Source: an optimization exercise on an open RTL-to-GDS flow (aim: small area and a short achievable clock period). Production flows keep margins and buffers that such runs may drop. Function was checked by simulation only, so behaviour that the tests miss may differ from the original. Power figures rest on the tool's default switching activity, not on a simulated workload.

==> run a: inputs <==
==> flow/design.v <==
module dmem_responder #(
  parameter int DEPTH       = 32,
  parameter int WAIT_CYCLES = 2
) (
  input  logic              Clk,
  input  logic              Rst,
  input  logic              reqValid,
  output logic              reqReady,
  input  logic              reqWrite,
  input  logic [63:0]       reqAddr,
  input  logic [1:0]        reqSize,
  input  logic [63:0]       reqWData,
  output logic              respValid,
  input  logic              respReady,
  output logic [63:0]       respRData,
  output logic              respErr,
  output logic [63:0]       dMemOut
);
  localparam int NS  = 32;   
  localparam int NR  = 16;   
  localparam int GAP = 3;    
  logic s_idle, s_w1, s_w2, s_resp;
  logic busy_o, rv_o;
  logic [63:0] sw;         
  logic [2:0]  off_q;
  logic [4:0]  idx_q;
  logic [1:0]  size_q;
  logic        err_q;
  logic        st_ok_q;    
  logic        late_q;     
  logic [7:0]  bs0_q;      
  logic [3:0]  bs1_q;      
  logic [1:0]  bs2_q;      
  logic        bs4_q;      
  logic [NR-1:0] rsel_q;
  logic          fwd_q;
  logic [4:0]  cnt;
  logic [4:0]  cnt2;       
  logic [63:0] wb;
  logic [4:0]  wb_idx;
  logic        wb_pend;    
  logic        commit;
  assign reqReady  = ~busy_o;
  assign respValid = rv_o;
  assign respErr   = err_q;
  assign commit    = s_w2 & st_ok_q;
  logic       req_err, req_ld;
  logic [2:0] req_amask;
  always_comb begin
    case (reqSize)
      2'd0:    req_amask = 3'b000;
      2'd1:    req_amask = 3'b001;
      2'd2:    req_amask = 3'b011;
      default: req_amask = 3'b111;
    endcase
  end
  assign req_err = ((reqAddr[2:0] & req_amask) != 3'b000) || (reqAddr[63:8] != 56'd0);
  assign req_ld  = ~reqWrite & ~req_err;
  logic [63:0] wrep;
  always_comb begin
    for (int l = 0; l < 8; l++) begin
      case (reqSize)
        2'd0:    wrep[8*l +: 8] = reqWData[7:0];
        2'd1:    wrep[8*l +: 8] = reqWData[8*(l%2) +: 8];
        2'd2:    wrep[8*l +: 8] = reqWData[8*(l%4) +: 8];
        default: wrep[8*l +: 8] = reqWData[8*l +: 8];
      endcase
    end
  end
  logic [63:0] slot_q [NS];
  logic [NS-1:0] ins_q;
  logic        wb_hit;     
  logic [4:0]  st_slot_n, wb_slot_n;    
  logic        wb_pend_n;
  assign wb_hit    = |ins_q;
  assign wb_pend_n = commit | (wb_pend & ~wb_hit);
  assign st_slot_n = idx_q + cnt2;
  assign wb_slot_n = wb_idx + cnt2;
  for (genvar j = 0; j < NS; j++) begin : g_slot
    logic [63:0] q;
    if (j % GAP == 0) begin : g_ld
      always_ff @(posedge Clk) q <= ins_q[j] ? wb : g_slot[(j + NS - 1) % NS].q;
    end else begin : g_sh
      always_ff @(posedge Clk) q <= g_slot[(j + NS - 1) % NS].q;
    end
    assign slot_q[j] = q;
  end
  logic [4:0] rd_w;
  logic [4:0] rd_tap;      
  logic       rd_fwd;
  assign rd_w   = s_idle ? reqAddr[7:3] : idx_q;
  assign rd_tap = rd_w + cnt2;
  assign rd_fwd = wb_pend & ~wb_hit & (wb_idx == rd_w);
  logic [63:0] rword;
  for (genvar b = 0; b < 64; b++) begin : g_rd
    logic [NR:0] col;
    for (genvar j = 0; j < NR; j++) begin : g_col
      assign col[j] = slot_q[2*j][b];
    end
    assign col[NR] = wb[b];
    dmem_rd_bit u_rd (.d(col), .sel({fwd_q, rsel_q}), .q(rword[b]));
  end
  logic [63:0] lres;
  always_comb begin
    lres[7:0]   = 8'd0;
    lres[15:8]  = 8'd0;
    lres[23:16] = 8'd0;
    lres[31:24] = 8'd0;
    for (int l = 0; l < 8; l++) lres[7:0]   = lres[7:0]   | (rword[8*l +: 8] & {8{bs0_q[l]}});
    for (int m = 0; m < 4; m++) lres[15:8]  = lres[15:8]  | (rword[16*m + 8 +: 8] & {8{bs1_q[m]}});
    for (int n = 0; n < 2; n++) begin
      lres[23:16] = lres[23:16] | (rword[32*n + 16 +: 8] & {8{bs2_q[n]}});
      lres[31:24] = lres[31:24] | (rword[32*n + 24 +: 8] & {8{bs2_q[n]}});
    end
    lres[63:32] = rword[63:32] & {32{bs4_q}};
  end
  logic [7:0] lmask;
  always_comb begin
    for (int l = 0; l < 8; l++) begin
      case (size_q)
        2'd0:    lmask[l] = st_ok_q & (3'(l) == off_q);
        2'd1:    lmask[l] = st_ok_q & (2'(l >> 1) == off_q[2:1]);
        2'd2:    lmask[l] = st_ok_q & (1'(l >> 2) == off_q[2]);
        default: lmask[l] = st_ok_q;
      endcase
    end
  end
  logic [63:0] merged;
  always_comb
    for (int l = 0; l < 8; l++)
      merged[8*l +: 8] = lmask[l] ? sw[8*l +: 8] : rword[8*l +: 8];
  logic rd_now;
  assign rd_now = late_q ? s_w2 : s_w1;
  always_ff @(posedge Clk or posedge Rst) begin
    if (Rst) begin
      s_idle <= 1'b1;
      s_w1   <= 1'b0;
      s_w2   <= 1'b0;
      s_resp <= 1'b0;
      busy_o <= 1'b0;
      rv_o   <= 1'b0;
    end else begin
      s_idle <= (s_idle & ~reqValid) | (s_resp & respReady);
      s_w1   <= s_idle & reqValid;
      s_w2   <= s_w1;
      s_resp <= s_w2 | (s_resp & ~respReady);
      busy_o <= (~busy_o & reqValid) | (busy_o & ~(rv_o & respReady));
      rv_o   <= s_w2 | (rv_o & ~respReady);
    end
  end
  logic [4:0] req_pos;
  assign req_pos = reqAddr[7:3] + cnt + 5'd1;
  always_ff @(posedge Clk) begin
    if (s_idle) begin
      off_q   <= reqAddr[2:0];
      idx_q   <= reqAddr[7:3];
      size_q  <= reqSize;
      err_q   <= req_err;
      st_ok_q <= reqWrite & ~req_err;
      late_q  <= req_pos[0];
      for (int l = 0; l < 8; l++) bs0_q[l] <= req_ld & (reqAddr[2:0] == 3'(l));
      for (int m = 0; m < 4; m++) bs1_q[m] <= req_ld & (reqSize != 2'd0) & (reqAddr[2:1] == 2'(m));
      for (int n = 0; n < 2; n++) bs2_q[n] <= req_ld & reqSize[1] & (reqAddr[2] == 1'(n));
      bs4_q   <= req_ld & (reqSize == 2'd3);
    end
  end
  always_ff @(posedge Clk) begin
    cnt   <= cnt + 5'd1;
    cnt2  <= cnt + 5'd3;
    fwd_q <= rd_fwd;
    for (int j = 0; j < NR; j++) rsel_q[j] <= ~rd_fwd & (rd_tap[4:1] == 4'(j));
  end
  always_ff @(posedge Clk) begin
    if (rd_now) respRData <= lres;
  end
  always_ff @(posedge Clk) begin
    if (s_idle)      sw <= wrep;
    else if (rd_now) sw <= merged;
  end
  always_ff @(posedge Clk) begin
    if (commit) begin
      wb     <= late_q ? merged : sw;
      wb_idx <= idx_q;
    end
    wb_pend <= wb_pend_n;
    for (int j = 0; j < NS; j++)
      ins_q[j] <= (j % GAP == 0) && wb_pend_n &&
                  (commit ? (st_slot_n == 5'(j)) : (wb_slot_n == 5'(j)));
  end
  always_ff @(posedge Clk or posedge Rst) begin
    if (Rst)         dMemOut <= 64'd0;
    else if (commit) dMemOut <= late_q ? merged : sw;
  end
endmodule
module dmem_rd_bit (
  input  logic [16:0] d,
  input  logic [16:0] sel,
  output logic [0:0]  q
);
  logic [5:0] grp_n;
  for (genvar g = 0; g < 5; g++) begin : g_grp
    dmem_aoi222 u_aoi (.d(d[3*g +: 3]), .s(sel[3*g +: 3]), .y(grp_n[g]));
  end
  dmem_aoi22 u_aoi_last (.d(d[16:15]), .s(sel[16:15]), .y(grp_n[5]));
  assign q = ~&grp_n;
endmodule
module dmem_aoi222 (
  input  logic [2:0] d,
  input  logic [2:0] s,
  output logic       y
);
  assign y = ~|(d & s);
endmodule
module dmem_aoi22 (
  input  logic [1:0] d,
  input  logic [1:0] s,
  output logic       y
);
  assign y = ~|(d & s);
endmodule
==> flow/flow/run.sh <==
#!/bin/bash
# The standard layout (standard.sh), with two changes to how it is made:
#  - every port still gets its own buffer, but a plain buf_2 instead of the
#    delay-cell buffer buffer_ports picks by default;
#  - clock tree synthesis adds no dummy loads.
# Each tool's output goes to standard.log (and ORFS's own logs under orfs/).
set -o pipefail
cd "$(dirname "$0")/.."
export BUFFER_PORTS_ARGS="-buffer_cell sky130_fd_sc_hd__buf_2"
export CTS_ARGS="-sink_clustering_enable -repair_clock_nets -dont_use_dummy_load -sink_clustering_size 24 -sink_clustering_max_diameter 50"
bash standard.sh > standard.log 2>&1
==> flow/standard.sh <==
#!/bin/bash
# synth_recipe.tcl (not shown) runs the flow's synth.tcl, then flattens the netlist and writes it again
# the make line also repeats each setting of config.mk as NAME=value (left out here)
make -C /OpenROAD-flow-scripts/flow DESIGN_CONFIG=/design/flow/config.mk WORK_HOME=/design/flow/orfs CLKGATE_MAP_FILE= SYNTH_SCRIPT=/design/flow/synth_recipe.tcl "${@:-finish}"
==> flow/config.mk <==
export PLATFORM = sky130hd
export DESIGN_NAME = dmem_responder
export DESIGN_NICKNAME = dmem_responder
export VERILOG_FILES = /design/flow/design.v
export SDC_FILE = /design/flow/constraint.sdc
export NUM_CORES = 4
export LEC_CHECK = 0
export CAP_MARGIN = 20
export CORE_MARGIN = 2
export CORE_UTILIZATION = 50
export SETUP_SLACK_MARGIN = 2.5
export SLEW_MARGIN = 20
export SYNTH_HIERARCHICAL = 1
export SYNTH_MINIMUM_KEEP_SIZE = 0
==> flow/constraint.sdc <==
create_clock -name core_clock -period 5.0 [get_ports {Clk}]
set_input_delay 1.0000 -clock core_clock [delete_from_list [all_inputs] [get_ports {Clk}]]
set_output_delay 1.0000 -clock core_clock [all_outputs]
set_load 0.01 [all_outputs]
==> run b: changes against run a <==
--- a/flow/design.v
+++ b/flow/design.v
@@ -43,5 +43,6 @@
   assign reqReady  = ~busy_o;
   assign respValid = rv_o;
-  assign respErr   = err_q;
+  logic respErr_o;
+  assign respErr   = respErr_o;
   assign commit    = s_w2 & st_ok_q;
   logic       req_err, req_ld;
@@ -86,10 +87,16 @@
     assign slot_q[j] = q;
   end
-  logic [4:0] rd_w;
-  logic [4:0] rd_tap;      
-  logic       rd_fwd;
-  assign rd_w   = s_idle ? reqAddr[7:3] : idx_q;
-  assign rd_tap = rd_w + cnt2;
-  assign rd_fwd = wb_pend & ~wb_hit & (wb_idx == rd_w);
+  logic [4:0] rq_tap, hd_tap;
+  logic       rq_fwd, hd_fwd;
+  logic [NR-1:0] rq_sel, hd_sel;
+  assign rq_tap = reqAddr[7:3] + cnt2;
+  assign hd_tap = idx_q + cnt2;
+  assign rq_fwd = wb_pend & ~wb_hit & (wb_idx == reqAddr[7:3]);
+  assign hd_fwd = wb_pend & ~wb_hit & (wb_idx == idx_q);
+  always_comb
+    for (int j = 0; j < NR; j++) begin
+      rq_sel[j] = ~rq_fwd & (rq_tap[4:1] == 4'(j));
+      hd_sel[j] = ~hd_fwd & (hd_tap[4:1] == 4'(j));
+    end
   logic [63:0] rword;
   for (genvar b = 0; b < 64; b++) begin : g_rd
@@ -166,8 +173,9 @@
   end
   always_ff @(posedge Clk) begin
+    respErr_o <= err_q;
     cnt   <= cnt + 5'd1;
     cnt2  <= cnt + 5'd3;
-    fwd_q <= rd_fwd;
-    for (int j = 0; j < NR; j++) rsel_q[j] <= ~rd_fwd & (rd_tap[4:1] == 4'(j));
+    fwd_q  <= s_idle ? rq_fwd : hd_fwd;
+    rsel_q <= s_idle ? rq_sel : hd_sel;
   end
   always_ff @(posedge Clk) begin
==> flow/flow/run.sh (replaced) <==
#!/bin/bash
# The standard layout (standard.sh), with two changes to how it is made:
#  - every port still gets its own buffer, but a plain buf_2 instead of the
#    delay-cell buffer buffer_ports picks by default;
#  - clock tree synthesis adds no dummy loads and clusters up to 34 sinks per buffer.
# Each tool's output goes to standard.log (and ORFS's own logs under orfs/).
set -o pipefail
cd "$(dirname "$0")/.."
export BUFFER_PORTS_ARGS="-buffer_cell sky130_fd_sc_hd__buf_2"
export CTS_ARGS="-sink_clustering_enable -repair_clock_nets -dont_use_dummy_load -sink_clustering_size 34 -sink_clustering_max_diameter 45 -buf_list {sky130_fd_sc_hd__clkbuf_8 sky130_fd_sc_hd__clkbuf_16}"
bash standard.sh > standard.log 2>&1
--- a/flow/config.mk
+++ b/flow/config.mk
@@ -8,5 +8,5 @@
 export CAP_MARGIN = 20
 export CORE_MARGIN = 2
-export CORE_UTILIZATION = 50
+export CORE_UTILIZATION = 55
 export SETUP_SLACK_MARGIN = 2.5
 export SLEW_MARGIN = 20
==> notes <==
Between run b and run a, the lower clock power is in run a (gap about 4%, measured against run a).
Between run a and run b, the lower final cell count is in run b (gap 3.1%, measured against run b).
Of run b and run a, run a has the higher worst hold slack (gap 2.3 ps).
Of run a and run b, run b has the higher clock-buffer cell count (gap 15).
Between run b and run a, the lower die area is in run b (gap 8.8%, measured against run a).
Register-to-register slack: run a is lower than run b (60 ps).
==> figures <==
metric                                                                      run a                    run b
Result of the run                                         complete, no violations  complete, no violations
Number of sequential cells                                                  2,381                    2,382
Half-perimeter wire length after placement                                 125 mm                   126 mm
Number of instances in the synthesized netlist                              4,616                    4,622
Timing startpoint of the critical path                           s_idle$_DFF_PP1_        rsel_q[9]$_DFF_P_
Combined area of the multi-input logic cells                         19,500 sq um             19,500 sq um
Post-CTS Setup Inserts                                                         56                       36
Count of instances resized after the clock tree is built                      113                       89
Final core occ                                                              0.569                    0.629
Amount of wire on met2 after detailed routing                             94.4 mm                  93.7 mm
Clock power frac                                                            0.262                    0.317
Arrival time at the worst endpoint                                        3290 ps                  3030 ps
Non-clock buffer share of cell area                                        0.0350                   0.0348

==> what the ideal ports hide <==
In the flow no input, the clock included, has a driving cell. The finished layouts below were timed again as built, in two steps. Step 1 sets driving cells, clkbuf_16 on the clock port and buf_2 on the other inputs (assumed; they add their load-dependent delay and slew). Step 2, shift: input delay + t, output delay - t, t = (earliest + latest rising clock arrival at the registers) / 2. This alone moves slack from input paths to output paths. Slacks: ideal / step 1 / step 2; pairs: ideal / step 1.
run | t (ns) | slack for setup (ns) | worst hold slack (ns) | worst data-port slew with drivers (ns)
run a | 0.872 | 2.390 / 2.339 / 1.914 | 0.286 / 0.263 / 0.286 | 0.19
run b | 0.865 | 2.448 / 2.411 / 1.635 | 0.284 / 0.245 / 0.284 | 0.22
After both steps setup and hold are still met in every run listed. The setup slack of run b, which loses most, moves by -0.037 ns with the drivers and by -0.813 ns with both steps.
